What follows belongs to an exercise in optimizing a design on an open flow for small area, a short achievable clock period and few clock cycles per item; a production flow would make more cautious choices. In this exercise RTL edits were held to simulation tests only and were not proved equivalent to the original. Power is estimated from default activity; no workload was simulated.

==> flow/config.mk <==
export PLATFORM = sky130hd
export DESIGN_NAME = lidar_flat_point_selector
export DESIGN_NICKNAME = lidar_flat_point_selector
export VERILOG_FILES = /design/flow/design.v
export SDC_FILE = /design/flow/constraint.sdc
export NUM_CORES = 4
export LEC_CHECK = 0
export CAP_MARGIN = 20
export CORE_MARGIN = 2
export CORE_UTILIZATION = 40
export SLEW_MARGIN = 20
==> flow/constraint.sdc <==
create_clock -name core_clock -period 9.5 [get_ports {clk}]
set_input_delay 1.9000 -clock core_clock [delete_from_list [all_inputs] [get_ports {clk}]]
set_output_delay 1.9000 -clock core_clock [all_outputs]
set_load 0.01 [all_outputs]
==> flow/design.v <==
module lidar_flat_point_selector #(
	parameter int COORD_WIDTH = 24
) (
	input  logic                          clk,
	input  logic                          arst_n,
	input  logic                          cfg_we,
	input  logic                          cfg_index,
	input  logic [53:0]                   cfg_data,
	input  logic                          points_valid,
	output logic                          points_ready,
	input  logic signed [COORD_WIDTH-1:0] points_point_x,
	input  logic signed [COORD_WIDTH-1:0] points_point_y,
	input  logic signed [COORD_WIDTH-1:0] points_point_z,
	input  logic [15:0]                   points_intensity,
	input  logic                          points_point_valid,
	input  logic                          points_frame_start,
	output logic                          features_valid,
	input  logic                          features_ready,
	output logic signed [COORD_WIDTH-1:0] features_feature_x,
	output logic signed [COORD_WIDTH-1:0] features_feature_y,
	output logic signed [COORD_WIDTH-1:0] features_feature_z,
	output logic [15:0]                   features_feature_intensity,
	output logic [53:0]                   features_curvature
);
	localparam int CW  = COORD_WIDTH;
	localparam int DW  = CW + 3;       
	localparam int MW  = DW - 1;       
	localparam int PW  = 3 * CW + 16;  
	localparam int AW  = 32;           
	localparam int QW  = AW - 2;       
	localparam logic [53:0] THRESH_RESET = 54'd1049;
	localparam logic [7:0]  STRIDE_RESET = 8'd1;
	logic [53:0] thresh_q;
	logic [7:0]  stride_q;
	always_ff @(posedge clk or negedge arst_n) begin
		if (!arst_n) begin
			thresh_q <= THRESH_RESET;
			stride_q <= STRIDE_RESET;
		end else if (cfg_we) begin
			if (cfg_index == 1'b0)
				thresh_q <= cfg_data;
			else
				stride_q <= cfg_data[7:0];
		end
	end
	logic tsmall;
	logic thi;
	assign tsmall = (thresh_q[53:12] == '0);
	assign thi    = (thresh_q[53:14] != '0);
	logic          ready_q;    
	logic          kv_q;       
	logic [PW-1:0] k_pt_q;     
	logic          k_keep_q;
	logic          k_fs_q;
	logic          ev_q;       
	logic          s1v_q;      
	logic          sh_q;       
	logic          ov_q;       
	logic          busy_q;     
	logic          fin_q;      
	logic [DW-1:0] a_q [0:2];           
	logic [CW-1:0] w_q [0:2][1:4];
	logic [15:0]   wi_q [1:4];
	logic          kq_q;                
	logic [2:0]    fill_q;
	logic [7:0]    cnt_q;
	logic [12:0]   s1_sq_q [0:2];       
	logic [17:0]   s1_rng_q;            
	logic          s1_small;
	logic [PW-1:0] o_pt_q;     
	logic [53:0]   o_curv_q;
	logic          in_keep;
	logic          accept;
	logic          src_v;
	logic [PW-1:0] src_pt;
	logic          src_keep;
	logic          src_fs;
	logic [PW-1:0] in_pt;
	assign in_pt   = {points_intensity, points_point_z, points_point_y, points_point_x};
	assign in_keep = points_point_valid &&
	                 !(points_point_x == '0 && points_point_y == '0 && points_point_z == '0);
	assign accept  = points_valid && ready_q;
	assign src_v    = kv_q || accept;
	assign src_pt   = kv_q ? k_pt_q   : in_pt;
	assign src_keep = kv_q ? k_keep_q : in_keep;
	assign src_fs   = kv_q ? k_fs_q   : points_frame_start;
	logic       irn_q;     
	logic       fq_q;      
	logic [2:0] fill_eff;
	logic       full;
	logic       cnt0;
	logic       cnt_wrap;
	logic [7:0] cnt_next;
	logic       ev_now;    
	assign fill_eff = fq_q ? 3'd0 : fill_q;
	assign full     = !fq_q && (fill_q == 3'd4);
	assign cnt0     = fq_q || (cnt_q == 8'd0);
	assign cnt_wrap = ({1'b0, cnt_q} + 9'd1 >= {1'b0, stride_q});  
	assign cnt_next = cnt_wrap ? 8'd0 : cnt_q + 8'd1;
	assign ev_now   = irn_q ? (kq_q && full && cnt0) : ev_q;
	logic o_take;      
	logic s1_out;      
	logic s1_load;     
	logic w_take;      
	logic proc;        
	logic w_shift;     
	assign o_take  = !ov_q || features_ready;
	assign s1_out  = s1v_q && (s1_small || tsmall) && o_take;
	assign s1_load = ev_now && !s1v_q ? 1'b1 : (ev_now && s1_out && tsmall);
	assign w_take  = tsmall ? ((!ev_now || s1_load) && !(s1v_q && sh_q && !s1_out)) :
	                          (!ev_now && !s1v_q);
	assign proc    = src_v && w_take;
	assign w_shift = proc && kq_q;
	logic kv_next;
	assign kv_next = kv_q ? !proc : (accept && !proc);
	always_ff @(posedge clk or negedge arst_n) begin
		if (!arst_n) begin
			kv_q    <= 1'b0;
			ready_q <= 1'b1;
		end else begin
			kv_q    <= kv_next;
			ready_q <= !kv_next && (tsmall || (!proc && !ev_now && !s1v_q));
		end
	end
	assign points_ready = ready_q;
	always_ff @(posedge clk or negedge arst_n) begin
		if (!arst_n) begin
			fill_q <= '0;
			cnt_q  <= '0;
			ev_q   <= 1'b0;
			kq_q   <= 1'b0;
			fq_q   <= 1'b0;
			irn_q  <= 1'b0;
		end else begin
			if (proc) begin
				kq_q <= src_keep;
				fq_q <= src_fs;
			end
			irn_q <= proc;
			if (irn_q) begin
				if (kq_q && !full) begin
					fill_q <= fill_eff + 3'd1;
					cnt_q  <= fq_q ? 8'd0 : cnt_q;
				end else if (kq_q) begin
					cnt_q  <= cnt_next;
				end else begin
					fill_q <= fill_eff;
					cnt_q  <= fq_q ? 8'd0 : cnt_q;
				end
			end
			if (tsmall ? s1_load : (fin_q || s1_out))
				ev_q <= 1'b0;
			else
				ev_q <= ev_now;
		end
	end
	genvar ga;
	generate
		for (ga = 0; ga < 3; ga = ga + 1) begin : g_w
			logic [DW-1:0] o1, o2, o3;
			logic [DW-1:0] s1a, c1a;
			logic [DW-1:0] a_next;
			assign o1 = {{3{w_q[ga][1][CW-1]}}, w_q[ga][1]};
			assign o2 = {{3{w_q[ga][2][CW-1]}}, w_q[ga][2]};
			assign o3 = ~{w_q[ga][3][CW-1], w_q[ga][3], 2'b00};
			assign s1a = o1 ^ o2 ^ o3;
			assign c1a = {((o1 & o2) | (o1 & o3) | (o2 & o3)), 1'b0};
			assign a_next = s1a + c1a + 27'd1;
			always_ff @(posedge clk) begin
				if (w_shift) begin
					a_q[ga]    <= a_next;
					w_q[ga][1] <= w_q[ga][2];
					w_q[ga][2] <= w_q[ga][3];
					w_q[ga][3] <= w_q[ga][4];
				end
				if (proc)
					w_q[ga][4] <= src_pt[ga*CW +: CW];
			end
		end
	endgenerate
	always_ff @(posedge clk) begin
		if (w_shift) begin
			wi_q[1] <= wi_q[2];
			wi_q[2] <= wi_q[3];
			wi_q[3] <= wi_q[4];
		end
		if (proc)
			wi_q[4] <= src_pt[3*CW +: 16];
	end
	logic [DW-1:0] d [0:2];
	logic [5:0]    d_rng [0:2];
	logic          d_sgn [0:2];
	logic [12:0]   sq [0:2];        
	generate
		for (ga = 0; ga < 3; ga = ga + 1) begin : g_d
			logic [DW-1:0] e3, e4, es, ec;
			assign e3 = {{3{w_q[ga][3][CW-1]}}, w_q[ga][3]};
			assign e4 = {{3{w_q[ga][4][CW-1]}}, w_q[ga][4]};
			assign es = a_q[ga] ^ e3 ^ e4;
			assign ec = {((a_q[ga] & e3) | (a_q[ga] & e4) | (e3 & e4)), 1'b0};
			assign d[ga]       = es + ec;
			assign d_rng[ga]   = {(d[ga][26:20] == '1), (d[ga][19:13] == '1), (d[ga][12:6] == '1),
			                      (d[ga][26:20] == '0), (d[ga][19:13] == '0), (d[ga][12:6] == '0)};
			assign d_sgn[ga]   = d[ga][DW-1];
			always_comb begin
				case (d[ga][6:0])
				7'd0: sq[ga] = 13'd0;
				7'd1: sq[ga] = 13'd1;
				7'd2: sq[ga] = 13'd4;
				7'd3: sq[ga] = 13'd9;
				7'd4: sq[ga] = 13'd16;
				7'd5: sq[ga] = 13'd25;
				7'd6: sq[ga] = 13'd36;
				7'd7: sq[ga] = 13'd49;
				7'd8: sq[ga] = 13'd64;
				7'd9: sq[ga] = 13'd81;
				7'd10: sq[ga] = 13'd100;
				7'd11: sq[ga] = 13'd121;
				7'd12: sq[ga] = 13'd144;
				7'd13: sq[ga] = 13'd169;
				7'd14: sq[ga] = 13'd196;
				7'd15: sq[ga] = 13'd225;
				7'd16: sq[ga] = 13'd256;
				7'd17: sq[ga] = 13'd289;
				7'd18: sq[ga] = 13'd324;
				7'd19: sq[ga] = 13'd361;
				7'd20: sq[ga] = 13'd400;
				7'd21: sq[ga] = 13'd441;
				7'd22: sq[ga] = 13'd484;
				7'd23: sq[ga] = 13'd529;
				7'd24: sq[ga] = 13'd576;
				7'd25: sq[ga] = 13'd625;
				7'd26: sq[ga] = 13'd676;
				7'd27: sq[ga] = 13'd729;
				7'd28: sq[ga] = 13'd784;
				7'd29: sq[ga] = 13'd841;
				7'd30: sq[ga] = 13'd900;
				7'd31: sq[ga] = 13'd961;
				7'd32: sq[ga] = 13'd1024;
				7'd33: sq[ga] = 13'd1089;
				7'd34: sq[ga] = 13'd1156;
				7'd35: sq[ga] = 13'd1225;
				7'd36: sq[ga] = 13'd1296;
				7'd37: sq[ga] = 13'd1369;
				7'd38: sq[ga] = 13'd1444;
				7'd39: sq[ga] = 13'd1521;
				7'd40: sq[ga] = 13'd1600;
				7'd41: sq[ga] = 13'd1681;
				7'd42: sq[ga] = 13'd1764;
				7'd43: sq[ga] = 13'd1849;
				7'd44: sq[ga] = 13'd1936;
				7'd45: sq[ga] = 13'd2025;
				7'd46: sq[ga] = 13'd2116;
				7'd47: sq[ga] = 13'd2209;
				7'd48: sq[ga] = 13'd2304;
				7'd49: sq[ga] = 13'd2401;
				7'd50: sq[ga] = 13'd2500;
				7'd51: sq[ga] = 13'd2601;
				7'd52: sq[ga] = 13'd2704;
				7'd53: sq[ga] = 13'd2809;
				7'd54: sq[ga] = 13'd2916;
				7'd55: sq[ga] = 13'd3025;
				7'd56: sq[ga] = 13'd3136;
				7'd57: sq[ga] = 13'd3249;
				7'd58: sq[ga] = 13'd3364;
				7'd59: sq[ga] = 13'd3481;
				7'd60: sq[ga] = 13'd3600;
				7'd61: sq[ga] = 13'd3721;
				7'd62: sq[ga] = 13'd3844;
				7'd63: sq[ga] = 13'd3969;
				7'd64: sq[ga] = 13'd4096;
				7'd65: sq[ga] = 13'd3969;
				7'd66: sq[ga] = 13'd3844;
				7'd67: sq[ga] = 13'd3721;
				7'd68: sq[ga] = 13'd3600;
				7'd69: sq[ga] = 13'd3481;
				7'd70: sq[ga] = 13'd3364;
				7'd71: sq[ga] = 13'd3249;
				7'd72: sq[ga] = 13'd3136;
				7'd73: sq[ga] = 13'd3025;
				7'd74: sq[ga] = 13'd2916;
				7'd75: sq[ga] = 13'd2809;
				7'd76: sq[ga] = 13'd2704;
				7'd77: sq[ga] = 13'd2601;
				7'd78: sq[ga] = 13'd2500;
				7'd79: sq[ga] = 13'd2401;
				7'd80: sq[ga] = 13'd2304;
				7'd81: sq[ga] = 13'd2209;
				7'd82: sq[ga] = 13'd2116;
				7'd83: sq[ga] = 13'd2025;
				7'd84: sq[ga] = 13'd1936;
				7'd85: sq[ga] = 13'd1849;
				7'd86: sq[ga] = 13'd1764;
				7'd87: sq[ga] = 13'd1681;
				7'd88: sq[ga] = 13'd1600;
				7'd89: sq[ga] = 13'd1521;
				7'd90: sq[ga] = 13'd1444;
				7'd91: sq[ga] = 13'd1369;
				7'd92: sq[ga] = 13'd1296;
				7'd93: sq[ga] = 13'd1225;
				7'd94: sq[ga] = 13'd1156;
				7'd95: sq[ga] = 13'd1089;
				7'd96: sq[ga] = 13'd1024;
				7'd97: sq[ga] = 13'd961;
				7'd98: sq[ga] = 13'd900;
				7'd99: sq[ga] = 13'd841;
				7'd100: sq[ga] = 13'd784;
				7'd101: sq[ga] = 13'd729;
				7'd102: sq[ga] = 13'd676;
				7'd103: sq[ga] = 13'd625;
				7'd104: sq[ga] = 13'd576;
				7'd105: sq[ga] = 13'd529;
				7'd106: sq[ga] = 13'd484;
				7'd107: sq[ga] = 13'd441;
				7'd108: sq[ga] = 13'd400;
				7'd109: sq[ga] = 13'd361;
				7'd110: sq[ga] = 13'd324;
				7'd111: sq[ga] = 13'd289;
				7'd112: sq[ga] = 13'd256;
				7'd113: sq[ga] = 13'd225;
				7'd114: sq[ga] = 13'd196;
				7'd115: sq[ga] = 13'd169;
				7'd116: sq[ga] = 13'd144;
				7'd117: sq[ga] = 13'd121;
				7'd118: sq[ga] = 13'd100;
				7'd119: sq[ga] = 13'd81;
				7'd120: sq[ga] = 13'd64;
				7'd121: sq[ga] = 13'd49;
				7'd122: sq[ga] = 13'd36;
				7'd123: sq[ga] = 13'd25;
				7'd124: sq[ga] = 13'd16;
				7'd125: sq[ga] = 13'd9;
				7'd126: sq[ga] = 13'd4;
				7'd127: sq[ga] = 13'd1;
				default: sq[ga] = 13'd0;
				endcase
			end
		end
	endgenerate
	always_ff @(posedge clk or negedge arst_n) begin
		if (!arst_n) begin
			s1v_q <= 1'b0;
			sh_q  <= 1'b0;
		end else begin
			if (s1_load)
				s1v_q <= 1'b1;
			else if (s1_out || fin_q)
				s1v_q <= 1'b0;
			if (s1_load)
				sh_q <= w_shift;
			else if (w_shift)
				sh_q <= 1'b1;
		end
	end
	always_ff @(posedge clk) begin
		if (s1_load) begin
			s1_sq_q[0] <= sq[0];
			s1_sq_q[1] <= sq[1];
			s1_sq_q[2] <= sq[2];
			s1_rng_q   <= {d_rng[2], d_rng[1], d_rng[0]};
		end
	end
	logic [PW-1:0] centre;
	assign centre = sh_q ? {wi_q[1], w_q[2][1], w_q[1][1], w_q[0][1]} :
	                       {wi_q[2], w_q[2][2], w_q[1][2], w_q[0][2]};
	generate
		for (ga = 0; ga < 3; ga = ga + 1) begin : g_small
			logic ok;
			assign ok = (&s1_rng_q[6*ga +: 3]) || (&s1_rng_q[6*ga+3 +: 3]);
		end
	endgenerate
	assign s1_small = g_small[0].ok && g_small[1].ok && g_small[2].ok;
	logic [13:0] curv_fast;
	logic        flat_fast;
	logic [13:0] cs_s, cs_c;
	assign cs_s      = {1'b0, s1_sq_q[0] ^ s1_sq_q[1] ^ s1_sq_q[2]};
	assign cs_c      = {((s1_sq_q[0] & s1_sq_q[1]) | (s1_sq_q[0] & s1_sq_q[2]) | (s1_sq_q[1] & s1_sq_q[2])), 1'b0};
	assign curv_fast = cs_s + cs_c;
	logic [13:0] ct_s, ct_c;
	logic [14:0] ct;
	assign ct_s      = cs_s ^ cs_c ^ ~thresh_q[13:0];
	assign ct_c      = {((cs_s[12:0] & cs_c[12:0]) | (cs_s[12:0] & ~thresh_q[12:0]) | (cs_c[12:0] & ~thresh_q[12:0])), 1'b1};
	assign ct        = {1'b0, ct_s} + {1'b0, ct_c};
	assign flat_fast = s1_small && (thi || !ct[14]);
	logic [4:0]    sc_q;
	logic [2:0]    sg_q;
	logic          start;
	logic          sc0;        
	logic [MW-1:0] r [0:2];
	logic [MW-1:0] m [0:2];
	logic [QW-1:0] acc_s, acc_c;
	logic          acc_ci;
	assign start  = !tsmall && s1v_q && !s1_small && !ov_q && !busy_q && !fin_q;
	assign r[0]   = k_pt_q[0*MW +: MW];
	assign r[1]   = k_pt_q[1*MW +: MW];
	assign r[2]   = k_pt_q[2*MW +: MW];
	assign acc_s  = o_pt_q[0 +: QW];
	assign acc_c  = o_pt_q[QW +: QW];
	assign acc_ci = o_pt_q[2*QW];
	logic [AW-1:0] row [0:2];
	generate
		for (ga = 0; ga < 3; ga = ga + 1) begin : g_row
			assign m[ga]   = r[ga] ^ {MW{sg_q[ga]}};
			assign row[ga] = sc0 ?
			                 ({{(AW-MW-3){1'b0}}, sg_q[ga] ? {m[ga], 1'b1} : {(MW+1){1'b0}}, 2'b00}) :
			                 ({{(AW-MW-1){1'b0}}, m[ga][0] ? {m[ga][MW-1:1], 2'b01} : {(MW+1){1'b0}}});
		end
	endgenerate
	logic [AW-1:0] x0, x1, x2, x3, x4;
	logic [AW-1:0] t1s, t1c, t2s, t2c, t3s, t3c;
	logic [2:0]    lo;
	assign x0  = {2'b00, acc_s};
	assign x1  = {2'b00, acc_c};
	assign x2  = row[0];
	assign x3  = row[1];
	assign x4  = row[2];
	assign t1s = x0 ^ x1 ^ x2;
	assign t1c = {((x0 & x1) | (x0 & x2) | (x1 & x2)), 1'b0};
	assign t2s = t1s ^ t1c ^ x3;
	assign t2c = {((t1s & t1c) | (t1s & x3) | (t1c & x3)), 1'b0};
	assign t3s = t2s ^ t2c ^ x4;
	assign t3c = {((t2s & t2c) | (t2s & x4) | (t2c & x4)), 1'b0};
	assign lo  = {1'b0, t3s[1:0]} + {1'b0, t3c[1:0]} + {2'b00, acc_ci};
	always_ff @(posedge clk or negedge arst_n) begin
		if (!arst_n) begin
			busy_q <= 1'b0;
			fin_q  <= 1'b0;
			sc_q   <= '0;
			sc0    <= 1'b0;
		end else begin
			sc0 <= start;
			if (start) begin
				busy_q <= 1'b1;
				sc_q   <= '0;
			end else if (busy_q) begin
				sc_q <= sc_q + 5'd1;
				if (sc_q == 5'd27) begin
					busy_q <= 1'b0;
					fin_q  <= 1'b1;
				end
			end
			if (fin_q)
				fin_q <= 1'b0;
		end
	end
	always_ff @(posedge clk) begin
		if (start)
			sg_q <= {d_sgn[2], d_sgn[1], d_sgn[0]};
	end
	always_ff @(posedge clk) begin
		if (start)
			k_pt_q[3*MW-1:0] <= {d[2][MW-1:0], d[1][MW-1:0], d[0][MW-1:0]};
		else if (busy_q) begin
			if (!sc0)
				k_pt_q[3*MW-1:0] <= {sg_q[2], r[2][MW-1:1], sg_q[1], r[1][MW-1:1], sg_q[0], r[0][MW-1:1]};
		end else if (!kv_q) begin
			k_pt_q <= in_pt;
		end
		if (!kv_q) begin
			k_keep_q <= in_keep;
			k_fs_q   <= points_frame_start;
		end
	end
	logic flat_slow;
	assign flat_slow = (o_curv_q < thresh_q);
	always_ff @(posedge clk or negedge arst_n) begin
		if (!arst_n)
			ov_q <= 1'b0;
		else if (fin_q)
			ov_q <= flat_slow;
		else if (o_take)
			ov_q <= s1_out && flat_fast;
	end
	always_ff @(posedge clk) begin
		if (start)
			o_pt_q[2*QW:0] <= '0;
		else if (busy_q)
			o_pt_q[2*QW:0] <= {lo[2], t3c[AW-1:2], t3s[AW-1:2]};
		else if (fin_q || s1_out)
			o_pt_q[2*QW:0] <= centre[2*QW:0];
		if (fin_q || s1_out)
			o_pt_q[PW-1:2*QW+1] <= centre[PW-1:2*QW+1];
		if (busy_q)
			o_curv_q <= {lo[1:0], o_curv_q[53:2]};
		else if (s1_out)
			o_curv_q <= {40'd0, curv_fast};
	end
	assign features_valid             = ov_q;
	assign features_feature_x         = o_pt_q[0*CW +: CW];
	assign features_feature_y         = o_pt_q[1*CW +: CW];
	assign features_feature_z         = o_pt_q[2*CW +: CW];
	assign features_feature_intensity = o_pt_q[3*CW +: 16];
	assign features_curvature         = o_curv_q;
endmodule
==> flow/flow/run.sh <==
#!/bin/bash
# Standard layout; timing repair aimed 5.5 ns below the clock period, buf_1
# port buffers (repair resizes those on critical paths), and a clock tree of
# clkbuf_8 cells with larger sink clusters.
set -euo pipefail
bash standard.sh SETUP_SLACK_MARGIN=5.5 "BUFFER_PORTS_ARGS=-buffer_cell sky130_fd_sc_hd__buf_1" \
	CTS_BUF_LIST=sky130_fd_sc_hd__clkbuf_8 CTS_CLUSTER_SIZE=30 finish > standard_flow.log 2>&1
==> flow/standard.sh <==
#!/bin/bash
# synth_recipe.tcl (not shown) runs the flow's synth.tcl, then flattens the netlist and writes it again
# the make line also repeats each setting of config.mk as NAME=value (left out here)
make -C /OpenROAD-flow-scripts/flow DESIGN_CONFIG=/design/flow/config.mk WORK_HOME=/design/flow/orfs CLKGATE_MAP_FILE= SYNTH_SCRIPT=/design/flow/synth_recipe.tcl "${@:-finish}"
==> results of run 1 <==
==> state kept, by name (all words and copies together) (netlist names), 18 cells and up <==
register,count
wi_q,64
k_pt_q,88
w_q,288
s1_rng_q,18
s1_sq_q,36
o_curv_q,54
thresh_q,54
a_q,81
o_pt_q,88
==> area by class of cell <==
| cell class | count | area (um2) |
|---|---|---|
| multi-input combinational | 3121 | 25400 |
| clock inverter | 114 | 632 |
| tap | 1662 | 2080 |
| inverter | 637 | 2400 |
| antenna | 5 | 12.5 |
| timing repair buffer | 379 | 1830 |
| clock buffer | 159 | 2190 |
| sequential | 812 | 23300 |
| fill | 11947 | 69600 |
==> worst reg2reg max path: cells and delay by family (launching register included) <==
kind | cells | cell delay [ns]
DFF | 1 | 0.50
buffers and inverters | 2 | 0.15
and+or+nand+nor | 3 | 0.62
adders and majority gates | 4 | 1.64
AOI/OAI and AO/OA | 3 | 0.96
==> path summary, 6_finish.rpt <==
check / startpoint / endpoint / depth (start not counted)
min in group asynchronous: arst_n / thresh_q[38] / 1
hold reg to reg: wi_q[3][2] / wi_q[2][2] / 0
setup / recovery: sg_q[0] / o_pt_q[19] / 12
hold / removal: wi_q[3][2] / wi_q[2][2] / 0
setup reg to reg: sg_q[0] / o_pt_q[19] / 12
max in group asynchronous: arst_n / busy_q / 2
==> power by group through the flow <==
stage / Clock, mW / Combinational, mW / Sequential [mW]
detailed placement: 0 / 10.6 / 5.72
finish: 3.26 / 11.2 / 5.65
global route: 3.51 / 12.5 / 5.74
CTS: 3.36 / 10.9 / 5.66
floorplan: 0 / 7.68 / 5.55
global placement: 0 / 10.5 / 5.71
==> kinds of logic (layout without fill, tap and decap cells) <==
kind of cell,count (synthesis),count (layout)
adder cells (fa/ha/maj),615,615
buffers and inverters,818,1289
AO/OA/AOI/OAI,1040,1040
AND/OR/NAND/NOR,1039,1041
other,0,5
XOR/XNOR,168,168
multiplexers,257,257
flip-flops,812,812
==> cells in the final DEF (no fill, tap or decap), types with 159 or more instances in the layout <==
cell / count
buf_1: 292
o21ai_0: 320
edfxtp_1: 659
fa_1: 258
a21oi_1: 361
clkbuf_8: 159
nor2_1: 362
nand2_1: 320
inv_1: 689
ha_1: 343
==> what timing repair did <==
action | 4_1_cts | 5_1_grt
endpoints found under the setup margin | 500 | 39
cloned | 3 | 0
buffers inserted | 12 | 30
pin swaps | 14 | 42
gates resized for setup | 38 | 55
==> synthesized netlist by cell type, drive strengths merged, types with 8 or more instances <==
master	n
inv	637
a31oi	15
o21a	30
nand2	321
nor4	42
a2111oi	8
clkbuf	167
a211o	8
nand2b	23
a311oi	9
mux2i	134
mux2	122
dfxtp	63
a21oi	378
and2	48
fa	263
edfxtp	659
nor3	51
o21bai	18
nor2	364
or2	13
o22ai	9
ha	352
nor4b	11
buf	14
or4	9
a211oi	29
o211ai	20
o31ai	20
o21ai	331
nand4	24
xnor2	110
a21o	85
dfrtp	84
and4	13
a21boi	10
nand3	42
nor2b	44
and3	15
xor2	58
==> stage by stage <==
stage | setup WS, ns | util [%] | instance area, um2 | hold slack [ns] | cells
after floorplan | 1.12 | - | 51400 | 0.400 | 4749
after global placement | 4.47 | 42.5 | 54200 | 0.401 | 6566
after detailed placement | 4.44 | 42.5 | 54300 | 0.405 | 6566
after CTS | 5.47 | 45.0 | 57400 | 0.406 | 6854
after global routing | 5.43 | 45.4 | 57900 | 0.404 | 6885
final | 5.54 | 45.4 | 57900 | 0.407 | 6889
==> per-layer routing <==
metal  up-vias  track usage, %  routed length (um)
met4        10            6.27                3710
met2      1254            34.9               66700
met1     18134            31.2               66100
met3       204            4.69               10700
li1      17298               -                   -
met5         -               0                  62
==> out/metrics.cfg, run 1 <==
[clock_network]
path_clk_slew_ns = 0.06
cts.sinks = 812
tritoncts = built
htree_levels = 4
cts_buffers = 150
root_buffer = clkbuf_8
clk_latency_ns = 0.90
ctsHoldBuffers = 0
cts_max_path_buffers = 3

[worst_setup_path]
endpoint_kind = flip-flop
cp_top_family = adder cells
r2r_setup_slack_ns = 5.54
arrival_ns = 4.72
worstPathCellList = ha_1 -> or2_2 -> o21ai_0 -> fa_1 -> inv_1 -> fa_1 -> inv_1 -> fa_1 -> a21oi_1 -> nor2_1 -> a21oi_1 -> nor2_1
start_kind = flip-flop
worst_path_max_delay_cell = o21ai_0
path_buf_inv = 2
cp_max_fo = 26
slowest_delay_ns = 0.57
cp_common_cell = fa_1
critPathRequiredTime_ns = 10.26
crit_type = reg -> reg

[cells_and_area]
drive_gt1_share_pct = 10.1
num-nets-final = 5866
area_delta_synth_final_pct = 12.8

[synth]
synth-edff-count = 659
synth_area_per_cell_um2 = 10.8
synth_area_leaders = edfxtp_1, fa_1, ha_1, inv_1, dfrtp_1
ys.flop_type = edfxtp_1
synth_compound_area_share_pct = 12.2
syn_inst = 4749
yosys.area_share.simple_pct = 9.36
synth_xor_area_share_pct = 2.87
synth-seq-cells = 812
synthAdderAreaFrac_pct = 18.8
synth_top_family_by_area = adder cells
yosysSeqAreaShare_pct = 45.4
syn_area_um2 = 51300
yosysWarnings = 12
synth_fp_nets = 5514
async_flop_share_pct = 11.1
muxShareOfSynthArea_pct = 5.33
synth.top_cell.area_share_pct = 38.5
yosys.area.top_type = edfxtp_1
ys_types = 91

[placement]
port_buffers = 293
place_congestion = 0.914
dp_hpwl_um = 109000

[worst_hold_path]
min_path_type = reg -> reg

[die]
rows = 131
die_width_um = 362
coreArea_um2 = 128000
pin_count = 294
design.die.area_um2 = 131000
die_height_um = 362
start_util_pct = 40.3

[power_and_ir_drop]
power_switching_mw = 9.22
power_frac_seq_pct = 28.1
p_int_mw = 10.9
combPwrFrac_pct = 55.7
pwr-share-clk_pct = 16.2
vdd_drop_max_uv = 224
p_sw_share_pct = 45.8
power_leakage_nw = 24.2
power.total_mw = 20.1
powerDensity_nw_per_um2 = 348

[grt]
antenna_found_initial = 22
grt.overflow.total = 0
grt_pass1_wl_um = 221000
grt_max_degree = 158
grtUsageTotal_pct = 22.3
grt_pass1_vias = 36115

[detailed_routing]
wire_per_inst_um = 21.4
drt_wl_total_um = 147000
ant_nets = 0
drc_errors = 0
drt-vias-per-instance = 5.36
drt_pre_antenna_iters = 6
drtIter0Drc = 3406
routed-via-count = 36900

[timing]
hold_violations = 0
fmax_ghz = 0.252
finalCritPeriodShare_pct = 41.7
worst_slew_pin_slew_ns = 1.12
grt_setup_unrepaired = true
finalMaxSlewViolations = 0
fin_skew_ns = 0.0636
relSlewSlack_pct = 25.2
tns_ns = 0
report.final.setup_viol = 0
min_period_ns = 3.96

[status]
status = no timing/DRC/antenna violations

[flow_run]
max_cap_violations = 0

Testbench counts, summed over its fixed seeds: cycles 32,009, items 32,000.
==> run 2, diff against run 1 <==
==> flow/flow/run.sh (replaced) <==
#!/bin/bash
# Standard layout; timing repair aimed 5.8 ns below the clock period on the
# worst paths only (TNS_END_PERCENT 0), and buf_1 port buffers (repair
# resizes those on critical paths).
set -euo pipefail
bash standard.sh SETUP_SLACK_MARGIN=5.8 TNS_END_PERCENT=0 "BUFFER_PORTS_ARGS=-buffer_cell sky130_fd_sc_hd__buf_1" finish > standard_flow.log 2>&1
==> out/metrics.cfg, run 2 <==
[synth]
syn_area_um2 = 51300  ; unchanged
synth_xor_area_share_pct = 2.87  ; unchanged
yosysMostFrequentCell = edfxtp_1
synth-seq-cells = 812  ; unchanged
yosysSeqAreaShare_pct = 45.4  ; unchanged
async_flop_share_pct = 11.1  ; unchanged
synth_top_family_by_area = adder cells
ys.flop_type = edfxtp_1
synth_compound_area_share_pct = 12.2  ; unchanged
synth.top_cell.area_share_pct = 38.5  ; unchanged
synth_area_leaders = edfxtp_1, fa_1, ha_1, inv_1, dfrtp_1
yosys.area_share.simple_pct = 9.36  ; unchanged
ys_types = 91  ; unchanged
yosys-top-cells-count = edfxtp_1, inv_1, a21oi_1
synth-edff-count = 659  ; unchanged
syn_inst = 4749  ; unchanged
yosysWarnings = 12  ; unchanged
yosys.area.top_type = edfxtp_1
synth_area_per_cell_um2 = 10.8  ; unchanged
muxShareOfSynthArea_pct = 5.33  ; unchanged
synthAdderAreaFrac_pct = 18.8  ; unchanged
synth_fp_nets = 5514  ; unchanged

[timing]
report.final.setup_viol = 0  ; unchanged
relSlewSlack_pct = 22.8  ; -2.5 points
hold_violations = 0  ; unchanged
tns_ns = 0  ; unchanged
fmax_ghz = 0.257  ; +1.7%
fin_skew_ns = 0.0347  ; -0.0289 ns
finalMaxSlewViolations = 0  ; unchanged
finalCritPeriodShare_pct = 41.0  ; -0.70 points
worst_slew_pin_slew_ns = 1.16  ; +0.0407 ns
whs_ns = 0.414  ; +0.00694 ns
min_period_ns = 3.90  ; -0.0663 ns
grt_setup_unrepaired = true

[detailed_routing]
routed-via-count = 36396  ; -1.4%
drtIter0Drc = 2988  ; -12%
wire_per_inst_um = 21.4  ; about the same
ant_nets = 0  ; unchanged
drt_pre_antenna_iters = 8  ; +2
drc_errors = 0  ; unchanged
drt-vias-per-instance = 5.35  ; -0.12%
drt_wl_total_um = 146000  ; -1.2%

[cells_and_area]
final_common_cell = edfxtp_1
final-seq-area_um2 = 23300  ; unchanged
final_util_pct = 45.8  ; +0.43 points
num-nets-final = 5820  ; -0.78%
fillers = 11874  ; -0.61%
final_cell_mix = edfxtp_1, inv_1, nor2_1, a21oi_1, ha_1
drive_gt1_share_pct = 9.40  ; -0.73 points
largest_register_ffs = 288  ; unchanged
multi_input_area_um2 = 25400  ; -0.12%
top_regs = w_q x288, k_pt_q x88, o_pt_q x88
largest-register = w_q
area_delta_synth_final_pct = 13.8

[clock_network]
path_clk_slew_ns = 0.06  ; about the same
tritoncts = built
cts.sinks = 812  ; unchanged
cts_buffers = 97  ; -35%
cts_max_path_buffers = 3  ; unchanged
htree_levels = 3  ; -1
clk_latency_ns = 0.70  ; -0.20 ns
root_buffer = clkbuf_16

[die]
pin_count = 294  ; unchanged
design.die.area_um2 = 131000  ; unchanged
rows = 131  ; unchanged
die_height_um = 362  ; unchanged
coreArea_um2 = 128000  ; unchanged
start_util_pct = 40.3  ; unchanged
die_width_um = 362  ; unchanged

[grt]
antenna_found_initial = 18  ; -18%
grtUsageTotal_pct = 22.0  ; -0.28 points
grt_pass1_wl_um = 218000  ; -1.3%
grt_pass1_vias = 35302  ; -2.3%
grt.overflow.total = 0  ; unchanged
grt_max_degree = 157  ; -0.63%

[worst_hold_path]
min_path_type = reg -> reg

[worst_setup_path]
critPathRequiredTime_ns = 9.94  ; -0.32 ns
reg2reg_depth = 15  ; +3
worstPathCellList = buf_4 -> fa_1 -> ha_2 -> fa_2 -> a211oi_2 -> nor2_1 -> o21ai_2 -> buf_4 -> o21bai_1 -> a21o_1 -> a21o_1 -> a21oi_2 -> xnor2_2 -> and4_1 -> and4b_2
worstSetupEndpoint = s1_rng_q[16]
start_kind = flip-flop
worst_path_max_delay_cell = fa_1
endpoint_kind = flip-flop
path_buf_inv = 2  ; unchanged
r2r-start = w_q[10][0]
path_depth = 15  ; +3
crit_type = reg -> reg
cp_top_family = compound AO/OA/AOI/OAI gates
reg2reg_to = s1_rng_q[16]
arrival_ns = 4.34  ; -0.38 ns
r2r_setup_slack_ns = 5.60  ; +0.07 ns
crit_start = w_q[10][0]
cp_max_fo = 4  ; -85%
slowest_delay_ns = 0.45  ; -0.12 ns

[power_and_ir_drop]
vdd_drop_max_uv = 226  ; +0.93%
power_leakage_nw = 24.3  ; +0.14%
powerDensity_nw_per_um2 = 355  ; +2.2%

[placement]
port_buffers = 293  ; unchanged
dp_hpwl_um = 109000  ; +0.18%
place_congestion = 0.920  ; +0.67%

[flow_run]
max_cap_violations = 0  ; unchanged

[status]
status = no timing/DRC/antenna violations

[run 2: cell counts after synthesis]
Identical to the previous run, type by type.
[run 2: kinds of logic (layout without fill, tap and decap cells)]
group	Yosys count	count (layout)
compound gates	1040	1040
buf+inv	818	1204
xor+xnor	168	168
mux	257	257
flops	812	812
simple gates	1039	1041
fa+ha+maj	615	615
other cells	0	4
[run 2: area by class of cell]
type                    count  area share, %
multi-input cells        3121           43.5
flip-flops and latches    812           39.9
clock buffers             112           4.47
inverters                 637           4.10
well taps                1662           3.56
repair buffers            386           3.25
clock inverters            69           1.22
diodes                      4         0.0171
[run 2: power breakdown]
part           switching (mW)  total (mW)  internal (mW)
Combinational            6.91        11.2           4.28
Clock                    1.57        3.91           2.35
Sequential              0.668        5.65           4.98
[run 2: per-layer routing]
metal  routed length, um  global-route usage (%)  vias up
met2               65700                    34.3     1106
met3               11500                    5.26      197
met4                4360                    7.14        8
met5                  48                       0        -
li1                    -                       -    17192
met1               63900                    30.1    17893
[run 2: worst min-delay path by stage]
stage,from,to,slack [ns],cells after the start
after floorplan,wi_q[3][0],wi_q[2][0],0.40,0
after global placement,wi_q[4][6],wi_q[3][6],0.40,0
after detailed placement,wi_q[3][5],wi_q[2][5],0.40,0
after CTS,wi_q[4][1],wi_q[3][1],0.42,0
after global routing,wi_q[4][9],wi_q[3][9],0.42,0
final,wi_q[4][1],wi_q[3][1],0.41,0
[run 2: repair_timing]
item | 4_1_cts | 5_1_grt
hold buffers | 0 | 0
pin swaps | 28 | 34
setup buffers | 31 | 14
resized for setup | 53 | 28
endpoints found under the hold margin | 0 | 0
endpoints found under the setup margin | 537 | 470
cloned | 3 | 0
[run 2: per-stage QoR]
| step | instance area [um2] | instances | power, mW | setup WS [ns] |
|---|---|---|---|---|
| 3_5_place_dp | 54300 | 6570 | 16.3 | 4.14 |
| 6_report | 58400 | 6803 | 20.8 | 5.60 |
| 2_1_floorplan | 51400 | 4749 | 13.2 | 1.12 |
| 3_3_place_gp | 54300 | 6570 | 16.2 | 4.18 |
| 5_1_grt | 58400 | 6799 | 22.4 | 5.44 |
| 4_1_cts | 58200 | 6785 | 20.6 | 5.59 |
==> run 3, diff against run 2 <==
==> flow/flow/run.sh (replaced) <==
#!/bin/bash
# Standard layout; timing repair aimed 6.2 ns below the clock period on the
# worst paths only (TNS_END_PERCENT 0), and buf_1 port buffers (repair
# resizes those on critical paths).
set -euo pipefail
bash standard.sh SETUP_SLACK_MARGIN=6.2 TNS_END_PERCENT=0 "BUFFER_PORTS_ARGS=-buffer_cell sky130_fd_sc_hd__buf_1" finish > standard_flow.log 2>&1
==> out/metrics.cfg, run 3 <==
[status]
status = no timing/DRC/antenna violations

[power_and_ir_drop]
power_switching_mw = 9.20  ; +0.62%
powerDensity_nw_per_um2 = 356  ; +0.23%
vdd_drop_max_uv = 225  ; -0.58%
pwr-share-clk_pct = 18.8  ; about the same
p_int_mw = 11.7  ; +0.78%
power_frac_seq_pct = 27.0  ; -0.2 points
power_leakage_nw = 24.3  ; +0.40%
combPwrFrac_pct = 54.2  ; +0.3 points
p_sw_share_pct = 44.0  ; about the same

[cells_and_area]
top_regs = w_q x288, k_pt_q x88, o_pt_q x88
fin_area_um2 = 58700  ; +0.48%
largest-register = w_q
largest_register_ffs = 288  ; unchanged
area_delta_synth_final_pct = 14.4
final_cells = 6817  ; +0.21%
final_common_cell = edfxtp_1
num-nets-final = 5835  ; +0.26%
final_cell_mix = edfxtp_1, inv_1, nor2_1, a21oi_1, ha_1
drive_gt1_share_pct = 10.1  ; +0.69 points

[timing]
tns_ns = 0  ; unchanged
hold_violations = 0  ; unchanged
fmax_ghz = 0.259  ; +0.85%
worst_slew_pin_slew_ns = 1.14  ; -0.0150 ns
grt_setup_unrepaired = true
fin_skew_ns = 0.0348  ; +0.0000545 ns
min_period_ns = 3.87  ; -0.0329 ns
finalMaxSlewViolations = 0  ; unchanged
report.final.setup_viol = 0  ; unchanged
relSlewSlack_pct = 23.8  ; +1.0 points
setup_ws_ns = 5.63  ; +0.0329 ns
finalCritPeriodShare_pct = 40.7  ; -0.35 points

[placement]
dp_hpwl_um = 109000  ; unchanged
post-place-ws_ns = 4.14  ; unchanged
place_congestion = 0.920  ; unchanged
placedCellCount = 6570  ; unchanged
placed_cell_area_um2 = 54300  ; unchanged
port_buffers = 293  ; unchanged

[worst_hold_path]
hp-start = wi_q[4][1]
min_path_type = reg -> reg
hold_path_depth = 0  ; unchanged
min_to = wi_q[3][1]

[worst_setup_path]
endpoint_kind = flip-flop
slowest_delay_ns = 0.61  ; +0.16 ns
crit_type = reg -> reg
arrival_ns = 4.38  ; +0.04 ns
r2r_setup_slack_ns = 5.63  ; +0.03 ns
critPathRequiredTime_ns = 10.01  ; +0.07 ns
worst_path_max_delay_cell = fa_2
start_kind = flip-flop
worstPathCellList = fa_2 -> ha_1 -> a211o_1 -> a2111oi_4 -> o31a_4 -> o21bai_4 -> o21a_4 -> nor2_4 -> xnor2_1 -> or4_1 -> nor4b_2
cp_max_fo = 4  ; unchanged
reg2reg_to = s1_rng_q[13]
r2r-start = w_q[11][2]
reg2reg_depth = 11  ; -4

[synth]
syn_inst = 4749  ; unchanged
ys_types = 91  ; unchanged
yosysSeqAreaShare_pct = 45.4  ; unchanged
synth-seq-cells = 812  ; unchanged
synth_fp_nets = 5514  ; unchanged
synth-edff-count = 659  ; unchanged
ys.flop_type = edfxtp_1
yosys-top-cells-count = edfxtp_1, inv_1, a21oi_1
yosysWarnings = 12  ; unchanged
synth_area_leaders = edfxtp_1, fa_1, ha_1, inv_1, dfrtp_1
synth_area_per_cell_um2 = 10.8  ; unchanged
syn_area_um2 = 51300  ; unchanged
async_flop_share_pct = 11.1  ; unchanged
yosys.area.top_type = edfxtp_1
synth.top_cell.area_share_pct = 38.5  ; unchanged
yosysMostFrequentCell = edfxtp_1

[die]
pin_count = 294  ; unchanged
coreArea_um2 = 128000  ; unchanged
rows = 131  ; unchanged
start_util_pct = 40.3  ; unchanged
design.die.area_um2 = 131000  ; unchanged
die_height_um = 362  ; unchanged
die_width_um = 362  ; unchanged

[grt]
grt_pass1_vias = 35338  ; +0.10%
grt_max_degree = 157  ; unchanged
grt.overflow.total = 0  ; unchanged
grt_pass1_wl_um = 218000  ; about the same
grtUsageTotal_pct = 22.0  ; about the same
antenna_found_initial = 17  ; -1

[clock_network]
tritoncts = built
cts_buffers = 97  ; unchanged
root_buffer = clkbuf_16
cts.sinks = 812  ; unchanged
path_clk_slew_ns = 0.06  ; about the same
cts_max_path_buffers = 3  ; unchanged
clk_latency_ns = 0.71  ; about the same
htree_levels = 3  ; unchanged

[flow_run]
max_cap_violations = 0  ; unchanged

[detailed_routing]
drt_pre_antenna_iters = 6  ; -2
drt_wl_total_um = 146000  ; +0.28%
drtIter0Drc = 3002  ; +0.47%
drc_errors = 0  ; unchanged
drt-vias-per-instance = 5.36  ; +0.16%
routed-via-count = 36529  ; +0.37%
wire_per_inst_um = 21.4  ; about the same
ant_nets = 0  ; unchanged

-- run 3: cell counts after synthesis --
Identical to the previous run, type by type.
-- run 3: metrics by stage --
stage | hold slack (ns) | total power [mW] | utilization, %
after floorplan | 0.400 | 13.2 | -
after global placement | 0.402 | 16.2 | 42.6
after detailed placement | 0.405 | 16.3 | 42.6
after CTS | 0.415 | 20.7 | 45.7
after global routing | 0.423 | 22.5 | 46.0
final | 0.414 | 20.9 | 46.0
-- run 3: worst max-delay path: cells and delay by family, from the launching register on --
kind | cells | cell delay (ns)
AO/OA/AOI/OAI | 5 | 1.31
AND/OR/NAND/NOR | 3 | 0.94
adder cells (fa/ha/maj) | 2 | 0.86
flip-flops | 1 | 0.47
XOR/XNOR | 1 | 0.11
-- run 3: how the worst max path moves through the flow --
stage	start	to
floorplan	features_ready	a_q[0][0]
global placement	features_ready	w_q[8][23]
detailed placement	features_ready	w_q[10][23]
CTS	w_q[6][1]	s1_rng_q[11]
global route	w_q[2][2]	s1_rng_q[2]
finish	w_q[11][2]	s1_rng_q[13]
-- run 3: power by group through the flow --
stage	combinational (mW)	clock [mW]	sequential (mW)
detailed placement	10.6	0	5.73
global placement	10.5	0	5.71
floorplan	7.68	0	5.55
global route	12.7	4.13	5.74
CTS	11.0	4.00	5.66
finish	11.3	3.92	5.65
-- run 3: routing by layer --
metal | share of wire, % | wire length, um | global-route usage, % | vias up
met5 | 0.033 | 48 | 0 | -
met4 | 3.0 | 4440 | 7.14 | 8
met3 | 7.8 | 11400 | 5.25 | 206
met2 | 45 | 65800 | 34.3 | 1148
met1 | 44 | 64400 | 30.2 | 17950
li1 | - | - | - | 17217
-- run 3: layout make-up --
type,instances,area (um2)
Tap cell,1662,2080
Fill cell,11849,68800
Multi-Input combinational cell,3121,25600
Clock inverter,69,714
Clock buffer,112,2610
Antenna cell,3,7.51
Inverter,637,2400
Timing Repair Buffer,401,2020
Sequential cell,812,23300
-- run 3: repair_timing --
action	in CTS	in global routing
cloned	3	0
buffers inserted	37	23
hold buffers	0	0
resized for setup	60	56
setup endpoints to repair	866	822
pin swaps	32	36
-- run 3: cells by family after synthesis --
kind of cell,count (synthesis),share of synthesized area (%)
xor gates and xnor gates,168,2.87
and+or+nand+nor,1039,9.36
DFF,812,45.4
muxes,257,5.33
buffers and inverters,818,6.03
adders and majority gates,615,18.8
AOI/OAI and AO/OA,1040,12.2
==> run 4, diff against run 3 <==
==> flow/flow/run.sh (replaced) <==
#!/bin/bash
# Standard layout; timing repair aimed 6.2 ns below the clock period on the
# worst paths only (TNS_END_PERCENT 0), buf_1 port buffers (repair resizes
# those on critical paths), and larger clock-tree sink clusters.
set -euo pipefail
bash standard.sh SETUP_SLACK_MARGIN=6.2 TNS_END_PERCENT=0 "BUFFER_PORTS_ARGS=-buffer_cell sky130_fd_sc_hd__buf_1" \
	CTS_CLUSTER_SIZE=25 CTS_CLUSTER_DIAMETER=60 finish > standard_flow.log 2>&1
==> out/metrics.cfg, run 4 <==
[status]
status = no timing/DRC/antenna violations

[worst_setup_path]
critPathRequiredTime_ns = 10.07  ; +0.06 ns
crit_type = in -> reg
cp_common_cell = o21ai_0
cp_max_fo = 3  ; -1
worstPathCellList = buf_1 -> nor4_1 -> nand4_1 -> or4_1 -> o21ai_0 -> o21ai_0 -> mux2_2
path_buf_inv = 1  ; +1
cp_top_family = simple AND/OR/NAND/NOR gates
start_kind = input port
slowest_delay_ns = 0.65  ; +0.04 ns
worst_path_max_delay_cell = nor4_1
arrival_ns = 4.45  ; +0.07 ns
endpoint_kind = flip-flop

[clock_network]
htree_levels = 3  ; unchanged
tritoncts = built
cts.sinks = 812  ; unchanged
clk_latency_ns = 0.73  ; +0.02 ns
cts_max_path_buffers = 3  ; unchanged
path_clk_slew_ns = 0.09  ; +0.03 ns
root_buffer = clkbuf_16
cts_buffers = 96  ; -1.0%

[die]
pin_count = 294  ; unchanged
die_height_um = 362  ; unchanged
die_width_um = 362  ; unchanged
rows = 131  ; unchanged
design.die.area_um2 = 131000  ; unchanged
start_util_pct = 40.3  ; unchanged
coreArea_um2 = 128000  ; unchanged

[timing]
hold_violations = 0  ; unchanged
report.final.setup_viol = 0  ; unchanged
tns_ns = 0  ; unchanged
worst_slew_pin_slew_ns = 1.20  ; +0.0523 ns
fmax_ghz = 0.258  ; -0.30%
min_period_ns = 3.88  ; +0.0116 ns
finalCritPeriodShare_pct = 40.8  ; +0.12 points
relSlewSlack_pct = 20.3  ; -3.5 points
setup_ws_ns = 5.62  ; -0.0116 ns
finalMaxSlewViolations = 0  ; unchanged
fin_skew_ns = 0.0458  ; +0.0110 ns
grt_setup_unrepaired = true

[grt]
grtUsageTotal_pct = 22.1  ; +0.052 points
grt.overflow.total = 0  ; unchanged
grt_pass1_vias = 35418  ; +0.23%
grt_pass1_wl_um = 219000  ; +0.36%
grt_max_degree = 157  ; unchanged
antenna_found_initial = 20  ; +3

[synth]
syn_area_um2 = 51300  ; unchanged
synth-seq-cells = 812  ; unchanged
syn_inst = 4749  ; unchanged
synth_area_leaders = edfxtp_1, fa_1, ha_1, inv_1, dfrtp_1
synth_fp_nets = 5514  ; unchanged
yosys-top-cells-count = edfxtp_1, inv_1, a21oi_1
async_flop_share_pct = 11.1  ; unchanged
yosys.area.top_type = edfxtp_1
yosysWarnings = 12  ; unchanged
synth-edff-count = 659  ; unchanged
synth.top_cell.area_share_pct = 38.5  ; unchanged
ys_types = 91  ; unchanged
synth_area_per_cell_um2 = 10.8  ; unchanged
yosysSeqAreaShare_pct = 45.4  ; unchanged
ys.flop_type = edfxtp_1
yosysMostFrequentCell = edfxtp_1

[detailed_routing]
drt_pre_antenna_iters = 6  ; unchanged
drt_wl_total_um = 146000  ; +0.11%
wire_per_inst_um = 21.4  ; about the same
ant_nets = 0  ; unchanged
routed-via-count = 36502  ; -0.074%
drt-vias-per-instance = 5.35  ; -0.10%
drtIter0Drc = 3065  ; +2.1%
drc_errors = 0  ; unchanged

[worst_hold_path]
min_path_type = reg -> reg

[cells_and_area]
final_cell_mix = edfxtp_1, inv_1, nor2_1, a21oi_1, ha_1
final_common_cell = edfxtp_1
largest-register = w_q
area_delta_synth_final_pct = 14.5
num-nets-final = 5833  ; -0.034%
top_regs = w_q x288, k_pt_q x88, o_pt_q x88
largest_register_ffs = 288  ; unchanged
drive_gt1_share_pct = 10.5  ; +0.39 points
fillers = 11840  ; -0.076%

[power_and_ir_drop]
vdd_drop_max_uv = 240  ; +6.6%
power.total_mw = 20.9  ; +0.11%
powerDensity_nw_per_um2 = 356  ; about the same
power_leakage_nw = 24.4  ; about the same

[placement]
port_buffers = 293  ; unchanged
dp_hpwl_um = 109000  ; unchanged
post-place-ws_ns = 4.14  ; unchanged
place_congestion = 0.920  ; unchanged

[flow_run]
max_cap_violations = 0  ; unchanged

[run 4: stage by stage]
stage,util [%],hold slack (ns),cell area [um2],instances
after global placement,42.6,0.402,54300,6570
after floorplan,-,0.400,51400,4749
final,46.1,0.407,58800,6819
after global routing,46.1,0.413,58800,6815
after CTS,45.7,0.409,58300,6790
after detailed placement,42.6,0.405,54300,6570
[run 4: cell families after synthesis]
family                     synth area share, %
muxes                                     5.33
buffers and inverters                     6.03
adders and majority gates                 18.8
AOI/OAI and AO/OA                         12.2
DFF                                       45.4
xor gates and xnor gates                  2.87
and+or+nand+nor                           9.36
[run 4: worst paths after layout]
| kind | end | cells past startpoint | slack [ns] | from |
|---|---|---|---|---|
| worst max register to register | s1_rng_q[11] | 14 | 5.64 | a_q[1][1] |
| min in group asynchronous | thresh_q[35] | 1 | 1.21 | arst_n |
| worst min register to register | wi_q[3][1] | 0 | 0.41 | wi_q[4][1] |
| max in group asynchronous | busy_q | 2 | 7.03 | arst_n |
| worst max-delay path | kq_q | 7 | 5.62 | points_point_y[16] |
| worst min-delay path | wi_q[3][1] | 0 | 0.41 | wi_q[4][1] |
[run 4: repair_timing]
action	in CTS	in global routing
gates resized for setup	56	57
setup buffers	36	23
setup endpoints to repair	868	837
pin swaps	32	33
cloned	3	0
hold buffers	0	0
[run 4: power by group]
part	internal [mW]	switching, mW	leakage [nW]	total [mW]
sequential	4.98	0.669	7.86	5.65
combinational	4.34	6.96	14.9	11.3
clock	2.13	1.85	1.65	3.98
[run 4: cell type report]
type	count	area [um2]	share of cell area, %
multi-input combinational	3121	25500	43.4
antenna	6	15.0	0.0255
clock buffer	98	2410	4.10
timing repair buffer	400	2010	3.41
sequential	812	23300	39.7
inverter	637	2400	4.07
tap	1662	2080	3.54
clock inverter	83	1050	1.79
[run 4: per-layer routing]
metal  global-route usage, %  vias up  routed length [um]
met5                       0        -                  69
met4                    7.66       10                4810
met3                    5.14      199               11400
met2                    34.2     1089               65600
met1                    30.3    17957               64300
li1                        -    17247                   -
==> run 5, diff against run 4 <==
--- a/flow/flow/run.sh
+++ b/flow/flow/run.sh
@@ -6,2 +6,2 @@
 bash standard.sh SETUP_SLACK_MARGIN=6.2 TNS_END_PERCENT=0 "BUFFER_PORTS_ARGS=-buffer_cell sky130_fd_sc_hd__buf_1" \
-	CTS_CLUSTER_SIZE=25 CTS_CLUSTER_DIAMETER=60 finish > standard_flow.log 2>&1
+	CTS_CLUSTER_SIZE=30 CTS_CLUSTER_DIAMETER=80 finish > standard_flow.log 2>&1
==> out/metrics.cfg, run 5 <==
[detailed_routing]
routed-via-count = 36280  ; -0.61%
wire_per_inst_um = 21.5  ; +0.37%
drt_pre_antenna_iters = 6  ; unchanged
drtIter0Drc = 2978  ; -2.8%
drt_wl_total_um = 145000  ; -0.92%
drc_errors = 0  ; unchanged
ant_nets = 0  ; unchanged
drt-vias-per-instance = 5.39  ; +0.69%

[cells_and_area]
multi_input_area_um2 = 25500  ; -0.11%
drive_gt1_share_pct = 8.84  ; -1.6 points
num-nets-final = 5786  ; -0.81%
fillers = 11965  ; +1.1%
final_cell_mix = edfxtp_1, inv_1, nor2_1, a21oi_1, ha_1
largest_register_ffs = 288  ; unchanged
largest-register = w_q
top_regs = w_q x288, k_pt_q x88, o_pt_q x88
final_util_pct = 44.9  ; -1.2 points
final-seq-area_um2 = 23300  ; unchanged
area_delta_synth_final_pct = 11.6
final_common_cell = edfxtp_1

[synth]
async_flop_share_pct = 11.1  ; unchanged
yosysSeqAreaShare_pct = 45.4  ; unchanged
ys_types = 91  ; unchanged
yosys.area.top_type = edfxtp_1
synth_area_per_cell_um2 = 10.8  ; unchanged
yosys-top-cells-count = edfxtp_1, inv_1, a21oi_1
syn_inst = 4749  ; unchanged
synth_fp_nets = 5514  ; unchanged
synth-edff-count = 659  ; unchanged
yosysWarnings = 12  ; unchanged
ys.flop_type = edfxtp_1
syn_area_um2 = 51300  ; unchanged
synth_area_leaders = edfxtp_1, fa_1, ha_1, inv_1, dfrtp_1
synth.top_cell.area_share_pct = 38.5  ; unchanged
yosysMostFrequentCell = edfxtp_1
synth-seq-cells = 812  ; unchanged

[grt]
grt_pass1_vias = 35003  ; -1.2%
grtUsageTotal_pct = 21.8  ; -0.27 points
grt_max_degree = 157  ; unchanged
grt_pass1_wl_um = 218000  ; -0.55%
grt.overflow.total = 0  ; unchanged
antenna_found_initial = 14  ; -30%

[placement]
place_congestion = 0.920  ; unchanged
port_buffers = 293  ; unchanged
dp_hpwl_um = 109000  ; unchanged

[flow_run]
max_cap_violations = 0  ; unchanged

[timing]
grt_setup_unrepaired = true
relSlewSlack_pct = 19.2  ; -1.1 points
worst_slew_pin_slew_ns = 1.21  ; +0.0165 ns
tns_ns = 0  ; unchanged
report.final.setup_viol = 0  ; unchanged
hold_violations = 0  ; unchanged
fmax_ghz = 0.259  ; +0.33%
finalCritPeriodShare_pct = 40.7  ; -0.13 points
finalMaxSlewViolations = 0  ; unchanged
min_period_ns = 3.86  ; -0.0126 ns
fin_skew_ns = 0.0384  ; -0.00734 ns

[clock_network]
tritoncts = built
cts.sinks = 812  ; unchanged
htree_levels = 2  ; -1
clk_latency_ns = 0.70  ; -0.03 ns
root_buffer = clkbuf_16
path_clk_slew_ns = 0.11  ; +0.02 ns
ctsHoldBuffers = 0  ; unchanged
cts_buffers = 55  ; -43%
cts_max_path_buffers = 3  ; unchanged

[worst_setup_path]
path_buf_inv = 1  ; unchanged
r2r_setup_slack_ns = 5.64  ; about the same
r2r-start = w_q[10][1]
endpoint_kind = flip-flop
worst_path_max_delay_cell = fa_1
reg2reg_to = s1_rng_q[16]
crit_type = reg -> reg
cp_common_cell = a21o_1
arrival_ns = 4.32  ; -0.13 ns
start_kind = flip-flop
cp_max_fo = 3  ; unchanged
critPathRequiredTime_ns = 9.95  ; -0.12 ns
slowest_delay_ns = 0.50  ; -0.15 ns
reg2reg_depth = 14  ; unchanged
path_depth = 14  ; +7
worstPathCellList = fa_1 -> ha_1 -> fa_2 -> a211oi_2 -> nor2_1 -> o21ai_2 -> buf_4 -> o21bai_1 -> a21o_1 -> a21o_1 -> a21oi_2 -> xnor2_2 -> and4_1 -> and4b_2
cp_top_family = compound AO/OA/AOI/OAI gates

[worst_hold_path]
min_path_type = reg -> reg
hold_path_depth = 0  ; unchanged
hp-start = wi_q[4][4]
min_to = wi_q[3][4]

[die]
die_height_um = 362  ; unchanged
pin_count = 294  ; unchanged
start_util_pct = 40.3  ; unchanged
design.die.area_um2 = 131000  ; unchanged
die_width_um = 362  ; unchanged
rows = 131  ; unchanged
coreArea_um2 = 128000  ; unchanged

[power_and_ir_drop]
vdd_drop_max_uv = 245  ; +2.1%
power_leakage_nw = 23.7  ; -2.8%
powerDensity_nw_per_um2 = 344  ; -3.4%

[status]
status = no timing/DRC/antenna violations

run 5: cell counts after synthesis:
Identical to the previous run, type by type.
run 5: cell families after synthesis:
group	count (synthesis)	share of synthesized area, %
buffers and inverters	818	6.03
adder cells (fa/ha/maj)	615	18.8
flip-flops	812	45.4
multiplexers	257	5.33
AND/OR/NAND/NOR	1039	9.36
AO/OA/AOI/OAI	1040	12.2
XOR/XNOR	168	2.87
run 5: power breakdown:
part	switching, mW	internal [mW]
clock	1.50	1.30
sequential	0.668	4.97
combinational	6.94	4.32
run 5: final cells by class:
type,count,area share (%)
multi-input cells,3121,44.5
flip-flops and latches,812,40.7
inverters,637,4.18
well taps,1662,3.63
repair buffers,394,3.40
clock buffers,61,2.63
clock inverters,42,0.978
diodes,2,0.00873
run 5: how the worst max path moves through the flow:
stage	startpoint	endpoint	slack (ns)
after floorplan	features_ready	a_q[0][0]	1.12
after global placement	features_ready	w_q[8][23]	4.18
after detailed placement	features_ready	w_q[10][23]	4.14
after CTS	w_q[6][1]	s1_rng_q[11]	5.65
after global routing	w_q[3][2]	s1_rng_q[2]	5.51
final	w_q[10][1]	s1_rng_q[16]	5.64
run 5: timing repair:
action | in CTS | in global routing
gates cloned | 3 | 0
endpoints found under the setup margin | 869 | 850
buffers inserted | 38 | 15
pin swaps | 34 | 26
resized for setup | 64 | 29
endpoints found under the hold margin | 0 | 0
run 5: metrics by stage:
step	hold slack (ns)	setup WS, ns	instance area [um2]	total power, mW	instances
after floorplan	0.400	1.12	51400	13.2	4749
after global placement	0.402	4.18	54300	16.2	6570
after detailed placement	0.405	4.14	54300	16.3	6570
after CTS	0.414	5.65	57000	19.5	6714
after global routing	0.430	5.51	57300	21.3	6729
final	0.413	5.64	57300	19.7	6731
run 5: routing by layer:
metal,track usage [%],part of all wire [%],up-vias
met5,0,0.039,-
met1,31.1,45,17878
met4,5.17,2.4,10
li1,-,-,17080
met2,34.8,46,1139
met3,3.42,7.0,173
==> run 6, diff against run 5 <==
==> flow/flow/run.sh (replaced) <==
#!/bin/bash
# Standard layout; timing repair aimed 6.5 ns below the clock period on the
# worst paths only (TNS_END_PERCENT 0), buf_1 port buffers (repair resizes
# those on critical paths), and larger clock-tree sink clusters.
set -euo pipefail
bash standard.sh SETUP_SLACK_MARGIN=6.5 TNS_END_PERCENT=0 "BUFFER_PORTS_ARGS=-buffer_cell sky130_fd_sc_hd__buf_1" \
	CTS_CLUSTER_SIZE=30 CTS_CLUSTER_DIAMETER=80 finish > standard_flow.log 2>&1
==> out/metrics.cfg, run 6 <==
[status]
status = no timing/DRC/antenna violations

[timing]
hold_violations = 0  ; unchanged
finalMaxSlewViolations = 0  ; unchanged
whs_ns = 0.413  ; unchanged
report.final.setup_viol = 0  ; unchanged
fin_skew_ns = 0.0384  ; unchanged
worst_slew_pin_slew_ns = 1.21  ; unchanged
min_period_ns = 3.86  ; unchanged
finalCritPeriodShare_pct = 40.7  ; unchanged
grt_setup_unrepaired = true
tns_ns = 0  ; unchanged
fmax_ghz = 0.259  ; unchanged
relSlewSlack_pct = 19.2  ; unchanged

[synth]
yosysWarnings = 12  ; unchanged
synth_area_per_cell_um2 = 10.8  ; unchanged
yosysSeqAreaShare_pct = 45.4  ; unchanged
syn_inst = 4749  ; unchanged
async_flop_share_pct = 11.1  ; unchanged
yosysMostFrequentCell = edfxtp_1
yosys-top-cells-count = edfxtp_1, inv_1, a21oi_1
synth.top_cell.area_share_pct = 38.5  ; unchanged
synth-edff-count = 659  ; unchanged
ys.flop_type = edfxtp_1
synth_area_leaders = edfxtp_1, fa_1, ha_1, inv_1, dfrtp_1
syn_area_um2 = 51300  ; unchanged
ys_types = 91  ; unchanged
synth_fp_nets = 5514  ; unchanged
yosys.area.top_type = edfxtp_1
synth-seq-cells = 812  ; unchanged

[placement]
port_buffers = 293  ; unchanged
placed_cell_area_um2 = 54300  ; unchanged
dp_hpwl_um = 109000  ; unchanged
place_congestion = 0.920  ; unchanged

[clock_network]
ctsHoldBuffers = 0  ; unchanged
cts_max_path_buffers = 3  ; unchanged
clk_latency_ns = 0.70  ; about the same
htree_levels = 2  ; unchanged
cts_buffers = 55  ; unchanged
root_buffer = clkbuf_16
tritoncts = built
path_clk_slew_ns = 0.11  ; about the same
cts.sinks = 812  ; unchanged

[power_and_ir_drop]
vdd_drop_max_uv = 245  ; unchanged
power_leakage_nw = 23.7  ; unchanged
powerDensity_nw_per_um2 = 344  ; unchanged
power.total_mw = 19.7  ; unchanged

[die]
rows = 131  ; unchanged
die_width_um = 362  ; unchanged
pin_count = 294  ; unchanged
die_height_um = 362  ; unchanged
design.die.area_um2 = 131000  ; unchanged
start_util_pct = 40.3  ; unchanged
coreArea_um2 = 128000  ; unchanged

[detailed_routing]
drt_pre_antenna_iters = 6  ; unchanged
drt_wl_total_um = 145000  ; unchanged
wire_per_inst_um = 21.5  ; unchanged
ant_nets = 0  ; unchanged
routed-via-count = 36280  ; unchanged
drtIter0Drc = 2978  ; unchanged
drt-vias-per-instance = 5.39  ; unchanged
drc_errors = 0  ; unchanged

[worst_setup_path]
worstPathCellList = fa_1 -> ha_1 -> fa_2 -> a211oi_2 -> nor2_1 -> o21ai_2 -> buf_4 -> o21bai_1 -> a21o_1 -> a21o_1 -> a21oi_2 -> xnor2_2 -> and4_1 -> and4b_2
cp_common_cell = a21o_1
cp_top_family = compound AO/OA/AOI/OAI gates
cp_max_fo = 3  ; unchanged
reg2reg_depth = 14  ; unchanged
arrival_ns = 4.32  ; about the same
worst_path_max_delay_cell = fa_1
path_buf_inv = 1  ; unchanged
crit_type = reg -> reg
path_depth = 14  ; unchanged
critPathRequiredTime_ns = 9.95  ; about the same
start_kind = flip-flop
endpoint_kind = flip-flop
slowest_delay_ns = 0.50  ; about the same

[cells_and_area]
largest_register_ffs = 288  ; unchanged
area_delta_synth_final_pct = 11.6  ; unchanged
final_common_cell = edfxtp_1
drive_gt1_share_pct = 8.84  ; unchanged
fin_area_um2 = 57300  ; unchanged
fillers = 11965  ; unchanged
largest-register = w_q
top_regs = w_q x288, k_pt_q x88, o_pt_q x88
num-nets-final = 5786  ; unchanged
final_cell_mix = edfxtp_1, inv_1, nor2_1, a21oi_1, ha_1

[worst_hold_path]
min_path_type = reg -> reg
hold_path_depth = 0  ; unchanged

[grt]
antenna_found_initial = 14  ; unchanged
grt.overflow.total = 0  ; unchanged
grt_max_degree = 157  ; unchanged
grt_pass1_vias = 35003  ; unchanged
grt_pass1_wl_um = 218000  ; unchanged
grtUsageTotal_pct = 21.8  ; unchanged

[flow_run]
max_cap_violations = 0  ; unchanged

## run 6: stage by stage
stage | utilization (%) | setup WS (ns) | std cells
detailed placement | 42.6 | 4.14 | 6570
floorplan | - | 1.12 | 4749
CTS | 44.7 | 5.65 | 6714
finish | 44.9 | 5.64 | 6731
global placement | 42.6 | 4.18 | 6570
global route | 44.9 | 5.51 | 6729
## run 6: final cells by class
cell class | count | area, um2 | share of cell area (%)
antenna | 2 | 5.00 | 0.00873
clock buffer | 61 | 1510 | 2.63
clock inverter | 42 | 561 | 0.978
inverter | 637 | 2400 | 4.18
multi-input combinational | 3121 | 25500 | 44.5
sequential | 812 | 23300 | 40.7
tap | 1662 | 2080 | 3.63
timing repair buffer | 394 | 1950 | 3.40
## run 6: kinds of logic after synthesis
kind of cell	after synthesis	share of synthesized area [%]
multiplexers	257	5.33
adder cells (fa/ha/maj)	615	18.8
buffers and inverters	818	6.03
AND/OR/NAND/NOR	1039	9.36
flip-flops	812	45.4
XOR/XNOR	168	2.87
AO/OA/AOI/OAI	1040	12.2
## run 6: worst paths after layout
path	slack, ns	end	start
max in group asynchronous	7.01	busy_q	arst_n
worst max register to register	5.64	s1_rng_q[16]	w_q[10][1]
worst min-delay path	0.41	wi_q[3][4]	wi_q[4][4]
worst max-delay path	5.64	s1_rng_q[16]	w_q[10][1]
min in group asynchronous	1.21	thresh_q[35]	arst_n
worst min register to register	0.41	wi_q[3][4]	wi_q[4][4]
## run 6: repair_timing
action	in CTS	in global routing
setup endpoints to repair	1045	1023
resized for setup	64	29
setup buffers	38	15
pin swaps	34	26
gates cloned	3	0
## run 6: power by group
| group | switching, mW | internal, mW | leakage, nW |
|---|---|---|---|
| clock network | 1.50 | 1.30 | 1.01 |
| registers | 0.668 | 4.97 | 7.86 |
| logic | 6.94 | 4.32 | 14.8 |
## run 6: metal layers
| metal | share of wire [%] | routed length [um] | track usage (%) |
|---|---|---|---|
| met4 | 2.4 | 3430 | 5.17 |
| met5 | 0.039 | 56 | 0 |
| met2 | 46 | 66200 | 34.8 |
| met1 | 45 | 65100 | 31.1 |
| met3 | 7.0 | 10100 | 3.42 |

[afterwards: timing with drivers on the ports]
The results above use ideal ports. As a check the final layouts listed here were re-extracted and re-timed, cells and wires unchanged.
Step 1 sets driving cells, clkbuf_16 on the clock port and buf_2 on the other inputs (assumed; they add their load-dependent delay and slew).
Step 2 adds t to the input delays and takes it off the output delays; t is the mean of the earliest and latest rising clock arrival at the registers after step 1. Input paths then give back, and output paths get back, about the clock's delay inside the block.
Slacks: ideal ports / drivers / drivers and shift; pairs: ideal ports / drivers.
run | t, ns | setup WS [ns] | worst setup path after step 2 | latest minus earliest clock arrival (ns)
run 1 | 0.939 | 5.535 / 5.535 / 4.919 | input to register | 0.064 / 0.064
run 2 | 0.764 | 5.601 / 5.601 / 4.943 | input to register | 0.036 / 0.035
run 3 | 0.764 | 5.634 / 5.634 / 4.931 | input to register | 0.036 / 0.036
run 4 | 0.781 | 5.623 / 5.636 / 4.855 | input to register | 0.048 / 0.048
run 5 | 0.760 | 5.635 / 5.635 / 4.948 | input to register | 0.038 / 0.038
run 6 | 0.760 | 5.635 / 5.635 / 4.948 | input to register | 0.038 / 0.038
After both steps every run listed still meets setup and hold. For run 4, which loses most, drivers alone change the setup slack by +0.013 ns; drivers and shift together by -0.768 ns.
